What follows belongs to an exercise in optimizing a design on an open flow for small area, a short achievable clock period and few clock cycles per item; a production flow would make more cautious choices. The RTL was checked by simulation tests, not by an equivalence proof against the original design. Power figures rest on the tool's default switching activity, not on a simulated workload. The clock port is modelled as an ideal driver; clocking choices that lean on that would not hold on a real chip.

## job 101
## neural_filter_top
module neural_filter_top (
  input  logic                bus_clk,
  input  logic                rst_n,
  input  logic [15:0]         sample,
  input  logic                sample_valid,
  output logic                sample_ready,
  output logic [31:0]         mua_data,
  output logic [5:0]          mua_channel,
  output logic                mua_last,
  output logic                mua_valid,
  input  logic                mua_ready,
  output logic                overflow
);
For scale: ~2000 cells after synthesis, about 1200 flip-flops, ~30000 um^2 of cells after synthesis.
==> flow/config.mk <==
export PLATFORM = sky130hd
export DESIGN_NAME = neural_filter_top
export DESIGN_NICKNAME = neural_filter_top
export VERILOG_FILES = /design/flow/design.v
export SDC_FILE = /design/flow/constraint.sdc
export NUM_CORES = 4
export LEC_CHECK = 0
export CAP_MARGIN = 20
export CORE_MARGIN = 2
export CORE_UTILIZATION = 45
export CTS_CLUSTER_DIAMETER = 70
export CTS_CLUSTER_SIZE = 36
export PLACE_DENSITY = 0.6
export SLEW_MARGIN = 20
==> flow/constraint.sdc <==
create_clock -name core_clock -period 14.0 [get_ports {bus_clk}]
set_input_delay 2.8000 -clock core_clock [delete_from_list [all_inputs] [get_ports {bus_clk}]]
set_output_delay 2.8000 -clock core_clock [all_outputs]
set_load 0.01 [all_outputs]
run.sh (not shown) runs the stock make flow with config.mk's settings and CLKGATE_MAP_FILE= SYNTH_SCRIPT=/design/flow/synth_recipe.tcl, a recipe that flattens the netlist after the stock synthesis.
Job 101 ran to completion and came out clean on the timing, design-rule and antenna checks.
Testbench counts of job 101, summed over its fixed seeds: cycles 6,168, items 6,144.
Inputs modified between job 101 and job 102:
- a deleted CTS_CLUSTER_SIZE that had been 36
- a deleted CTS_CLUSTER_DIAMETER that had been 70
==> flow/flow/run.sh (new file) <==
#!/bin/bash
# Layout with the standard ORFS flow (standard.sh: standard synthesis,
# floorplan, power grid, placement, CTS, routing), changing only how it
# optimises:
#  - ports are buffered with buf_4 rather than the default buffer cell
#  - CTS clusters up to 30 sinks within 80 um and adds no dummy loads
#  - repair_timing works towards a setup slack of SETUP_SLACK_MARGIN
# The clock period and constraints are the standard flow's, unchanged.
set -euo pipefail
export BUFFER_PORTS_ARGS="-buffer_cell sky130_fd_sc_hd__buf_4"
export CTS_ARGS="-sink_clustering_enable -repair_clock_nets -sink_clustering_size 30 -sink_clustering_max_diameter 80 -dont_use_dummy_load"
export SETUP_SLACK_MARGIN=10
bash standard.sh finish > standard_flow.log 2>&1
==> flow/standard.sh (new file) <==
#!/bin/bash
# synth_recipe.tcl (not shown) runs the flow's synth.tcl, then flattens the netlist and writes it again
# the make line also repeats each setting of config.mk as NAME=value (left out here)
make -C /OpenROAD-flow-scripts/flow DESIGN_CONFIG=/design/flow/config.mk WORK_HOME=/design/flow/orfs CLKGATE_MAP_FILE= SYNTH_SCRIPT=/design/flow/synth_recipe.tcl "${@:-finish}"
removed: flow/run.sh
==> comparison <==
Job 101: no failed stages, no open violations at the end
Job 102 was carried through to the last stage, and its layout satisfied the timing, design-rule and antenna checks.
Area share of xor/xnor cells in the synthesized design: job 101 vs job 102 identical
Comparing job 101 with job 102, the sequential group power came out essentially unchanged.
Looking at flip-flop and latch share of the layout cell area, job 102 sits 0.94 points higher than job 101 does.
Global-route track usage on met2: job 102 vs job 101 — no meaningful difference
Summary of job 102 over job 101: worst path setup slack after routing went up; number of buffer and inverter stages on the critical path went up; met2 wire length went up; overall routed net length went up; average detailed-routed wire length per instance went up.
Here is what was changed in the inputs of job 103 compared with job 102.
- putting CTS_CLUSTER_SIZE at 30 where nothing was set
- putting CTS_CLUSTER_DIAMETER at 80 where nothing was set
==> flow/run.sh (new file) <==
#!/bin/bash
# synth_recipe.tcl (not shown) runs the flow's synth.tcl, then flattens the netlist and writes it again
# the make line also repeats each setting of config.mk as NAME=value (left out here)
make -C /OpenROAD-flow-scripts/flow DESIGN_CONFIG=/design/flow/config.mk WORK_HOME=/design/flow/orfs CLKGATE_MAP_FILE= SYNTH_SCRIPT=/design/flow/synth_recipe.tcl finish
removed: flow/flow/run.sh
removed: flow/standard.sh
==> results.txt <==
- Going from job 102 to job 103, switching part of the total grew by 0.40 points; sequential fraction of design power shrank by 1.1 points.
- Result for job 103 and job 102: all clean
- Job 103 gives more area overhead of the layout relative to synthesis than job 102 did.
- The run showing the smaller maximum frequency is job 103.
- Relative to job 102, detailed-routing wirelength on met1 has gone up in job 103.
- Summary of job 103 over job 102: share of the cycle needed by the critical path after routing up 3.6 points, share of power burned in the clock network up 1.1 points, cell depth of the worst hold path has remained practically unchanged.
The following lists how job 104 was set up differently from job 103:
- clearing CTS_CLUSTER_DIAMETER, which used to be 80
- clearing CTS_CLUSTER_SIZE, which used to be 30
Results
Going from job 103 to job 104, count of clock-buffer cells in the layout grew by 95; count of inserted antenna diode cells held steady; global-route total usage across every layer grew by 0.76 points. Against job 103, clock power in job 104 came out worse. Between job 104 and job 103, share of layout cells above drive strength 1 is lower for job 103, job 104 comes in above that. From job 104 to job 103, core box area did not move at all. Job 104: number of nets in the finished design about 3% above job 103. Sort job 104 and job 103 by via count, ascending, and job 103 comes first. Job 103 and job 104 ended up with roughly the same sequential power. Of job 104 and job 103, the higher transition at the pin with the smallest max-transition slack belongs to job 103. Met3 demand-to-capacity share in global routing: job 104 > job 103.

* * *

## main
The RTL this note starts from:
==> flow/design.v <==
package neural_pkg;
  typedef logic signed [15:0] sample_t;
  typedef logic signed [31:0] mua_t;
  typedef logic [5:0] ch_t;
  typedef logic signed [7:0] coeff_t;
  localparam int FIR_TAPS = 4;
  localparam logic [FIR_TAPS*8-1:0] FIR_COEFFS = {
    -8'sd2,
    -8'sd1,
    8'sd1,
    8'sd2
  };
  localparam int RES_W = 19;
endpackage
module sync_fifo #(
  parameter int WIDTH = 23,
  parameter int DEPTH = 16
) (
  input  logic             bus_clk,
  input  logic             rst_n,
  input  logic [WIDTH-1:0] in_data,
  input  logic             in_valid,
  output logic [WIDTH-1:0] out_data,
  output logic             out_last,
  output logic             out_valid,
  input  logic             out_ready,
  output logic             overflow
);
  localparam int MD = DEPTH - 1;
  localparam int AW = $clog2(MD);
  localparam int CW = $clog2(DEPTH + 1);
  logic [WIDTH-1:0] mem [MD];
  logic [AW-1:0] wr_ptr;
  logic [AW-1:0] rd_ptr;
  logic [CW-1:0] count;
  logic full;
  logic mem_empty;
  logic wr_en;
  logic rd_en;
  logic [WIDTH-1:0] head_d;
  assign full      = (count == CW'(DEPTH));
  assign mem_empty = (count[CW-1:1] == '0);
  assign wr_en     = in_valid && !full;
  assign rd_en     = out_valid && out_ready;
  assign head_d = mem_empty ? in_data : mem[rd_ptr];
  always_ff @(posedge bus_clk) begin
    if (rd_en ? (!mem_empty || wr_en) : (!out_valid && wr_en)) begin
      out_data <= head_d;
      out_last <= (head_d[WIDTH-1:WIDTH-4] == 4'hf);
    end
  end
  always_ff @(posedge bus_clk) begin
    if (wr_en) begin
      mem[wr_ptr] <= in_data;
    end
  end
  always_ff @(posedge bus_clk or negedge rst_n) begin
    if (!rst_n) begin
      wr_ptr    <= '0;
      rd_ptr    <= '0;
      count     <= '0;
      out_valid <= 1'b0;
      overflow  <= 1'b0;
    end else begin
      if (wr_en && out_valid && !(rd_en && mem_empty)) begin
        wr_ptr <= (wr_ptr == AW'(MD - 1)) ? '0 : wr_ptr + 1'b1;
      end
      if (rd_en && !mem_empty) begin
        rd_ptr <= (rd_ptr == AW'(MD - 1)) ? '0 : rd_ptr + 1'b1;
      end
      if (wr_en && !rd_en) begin
        count <= count + 1'b1;
      end else if (rd_en && !wr_en) begin
        count <= count - 1'b1;
      end
      if (rd_en) begin
        out_valid <= !mem_empty || wr_en;
      end else if (wr_en) begin
        out_valid <= 1'b1;
      end
      if (in_valid && full) begin
        overflow <= 1'b1;
      end
    end
  end
endmodule
module fir_bandpass #(
  parameter int NUM_CH = 16
) (
  input  logic                          bus_clk,
  input  logic                          rst_n,
  input  logic [15:0]                   in_data,
  input  logic                          in_valid,
  output logic                          in_ready,
  output logic                          taken,
  output logic [neural_pkg::RES_W-1:0]  out_data,
  output logic [3:0]                    out_channel,
  output logic                          out_valid
);
  localparam int RES_W = neural_pkg::RES_W;
  logic [3:0]  next_ch;
  logic [3:0]  wait_cnt;
  logic [1:0]  frame;
  logic [15:0] x0;
  logic [3:0]  ch0;
  logic [1:0]  fr0;
  logic        v0;
  logic [15:0] r1 [NUM_CH];
  logic [15:0] r2 [NUM_CH];
  logic [15:0] r3 [NUM_CH];
  logic [15:0] x1, x2, x3;
  assign in_ready = (wait_cnt == '0);
  assign taken    = in_valid && in_ready;
  always_ff @(posedge bus_clk or negedge rst_n) begin
    if (!rst_n) begin
      next_ch  <= '0;
      wait_cnt <= '0;
      frame    <= '0;
      v0       <= 1'b0;
    end else begin
      v0 <= taken;
      if (taken) begin
        next_ch <= next_ch + 1'b1;
        if (next_ch == 4'(NUM_CH - 1) && frame != 2'd3) begin
          frame <= frame + 1'b1;
        end
      end else begin
        wait_cnt <= wait_cnt - 1'b1;
      end
    end
  end
  always_ff @(posedge bus_clk) begin
    x0  <= in_data;
    ch0 <= next_ch;
    fr0 <= frame;
  end
  always_ff @(posedge bus_clk) begin
    for (int i = 2; i < NUM_CH; i++) begin
      r1[i] <= r1[i-1];
      r2[i] <= r2[i-1];
      r3[i] <= r3[i-1];
    end
    r1[0] <= r1[NUM_CH-1];
    r2[0] <= r2[NUM_CH-1];
    r3[0] <= r3[NUM_CH-1];
    if (v0) begin
      r1[1] <= x0;
      r2[1] <= r1[0];
      r3[1] <= r2[0];
    end else begin
      r1[1] <= r1[0];
      r2[1] <= r2[0];
      r3[1] <= r3[0];
    end
  end
  assign x1 = (fr0 >= 2'd1) ? r1[0] : '0;
  assign x2 = (fr0 >= 2'd2) ? r2[0] : '0;
  assign x3 = (fr0 >= 2'd3) ? r3[0] : '0;
  logic signed [RES_W-1:0] e0, e1, e2, e3;
  assign e0 = {{3{x0[15]}}, x0};
  assign e1 = {{3{x1[15]}}, x1};
  assign e2 = {{3{x2[15]}}, x2};
  assign e3 = {{3{x3[15]}}, x3};
  assign out_data    = (e0 <<< 1) + e1 - e2 - (e3 <<< 1);
  assign out_channel = ch0;
  assign out_valid   = v0;
endmodule
module neural_filter_top (
  input  logic                bus_clk,
  input  logic                rst_n,
  input  logic [15:0]         sample,
  input  logic                sample_valid,
  output logic                sample_ready,
  output logic [31:0]         mua_data,
  output logic [5:0]          mua_channel,
  output logic                mua_last,
  output logic                mua_valid,
  input  logic                mua_ready,
  output logic                overflow
);
  localparam int NUM_CH    = 16;
  localparam int OUT_DEPTH = 16;
  localparam int RES_W     = neural_pkg::RES_W;
  localparam int WORD_W    = RES_W + 4;
  logic              taken;
  logic [RES_W-1:0]  fir_data;
  logic [3:0]        fir_channel;
  logic              fir_valid;
  logic [WORD_W-1:0] mua_word;
  fir_bandpass #(
    .NUM_CH (NUM_CH)
  ) fir_band_pass (
    .bus_clk     (bus_clk),
    .rst_n       (rst_n),
    .in_data     (sample),
    .in_valid    (sample_valid),
    .in_ready    (sample_ready),
    .taken       (taken),
    .out_data    (fir_data),
    .out_channel (fir_channel),
    .out_valid   (fir_valid)
  );
  sync_fifo #(
    .WIDTH (WORD_W),
    .DEPTH (OUT_DEPTH)
  ) mua_fifo (
    .bus_clk   (bus_clk),
    .rst_n     (rst_n),
    .in_data   ({fir_channel, fir_data}),
    .in_valid  (fir_valid),
    .out_data  (mua_word),
    .out_last  (mua_last),
    .out_valid (mua_valid),
    .out_ready (mua_ready),
    .overflow  (overflow)
  );
  assign mua_data    = {{(32-RES_W){mua_word[RES_W-1]}}, mua_word[RES_W-1:0]};
  assign mua_channel = {2'b00, mua_word[WORD_W-1:RES_W]};
endmodule
Settings: LEC_CHECK=0, CAP_MARGIN=20, CORE_MARGIN=2, CORE_UTILIZATION=45, CTS_BUF_LIST=sky130_fd_sc_hd__clkbuf_4 sky130_fd_sc_hd__clkbuf_8, CTS_CLUSTER_SIZE=30, PLACE_DENSITY=0.6, SLEW_MARGIN=20; clock period 14.0 ns.
Stock flow here: none of the scripts above is used.
Testbench counts of main, summed over its fixed seeds: cycles 6,160, items 6,144.
diff inputs: main => the feature branch
- CTS_BUF_LIST no longer set, was sky130_fd_sc_hd__clkbuf_4 sky130_fd_sc_hd__clkbuf_8
- CTS_CLUSTER_SIZE no longer set, was 30
==> comparison <==
- Via count of the routed design: the feature branch < main
- Taking main as the reference, in the feature branch cell area after layout saw little to no change; worst clock skew decreased by 0.0031 ns relative to the old numbers.
- Minimum period implied by the final worst setup slack: the feature branch lower than main

afterwards: timing with drivers on the ports:
No port has a modelled driver above. Below, the same layouts with a new extraction and two added sets of constraints. Step 1 sets driving cells, clkbuf_16 on the clock port and buf_2 on the other inputs (assumed; they add their load-dependent delay and slew). Step 2 times the ports against the registers' clock, not the clock port: input delays grow and output delays shrink by t, the midpoint of the rising clock arrivals with the driver on. a / b / c = ideal ports / drivers / drivers and shift; a / b = the first two.
run	t, ns	setup WS [ns]	worst setup path at the end	pins driven straight from the clock port
job 101	0.665	9.378 / 9.318 / 9.199	input to register	1
job 102	0.646	9.880 / 9.820 / 9.609	input to register	1
job 103	0.664	9.381 / 9.321 / 9.194	input to register	1
job 104	0.706	9.361 / 9.300 / 9.164	input to register	1
main	0.852	8.650 / 8.650 / 8.650	register to register	1
the feature branch	0.710	8.730 / 8.730 / 8.730	register to register	1
After both steps setup and hold are still met in every run listed. The setup slack of job 102, which loses most, moves by -0.060 ns with the drivers and by -0.271 ns with both steps.
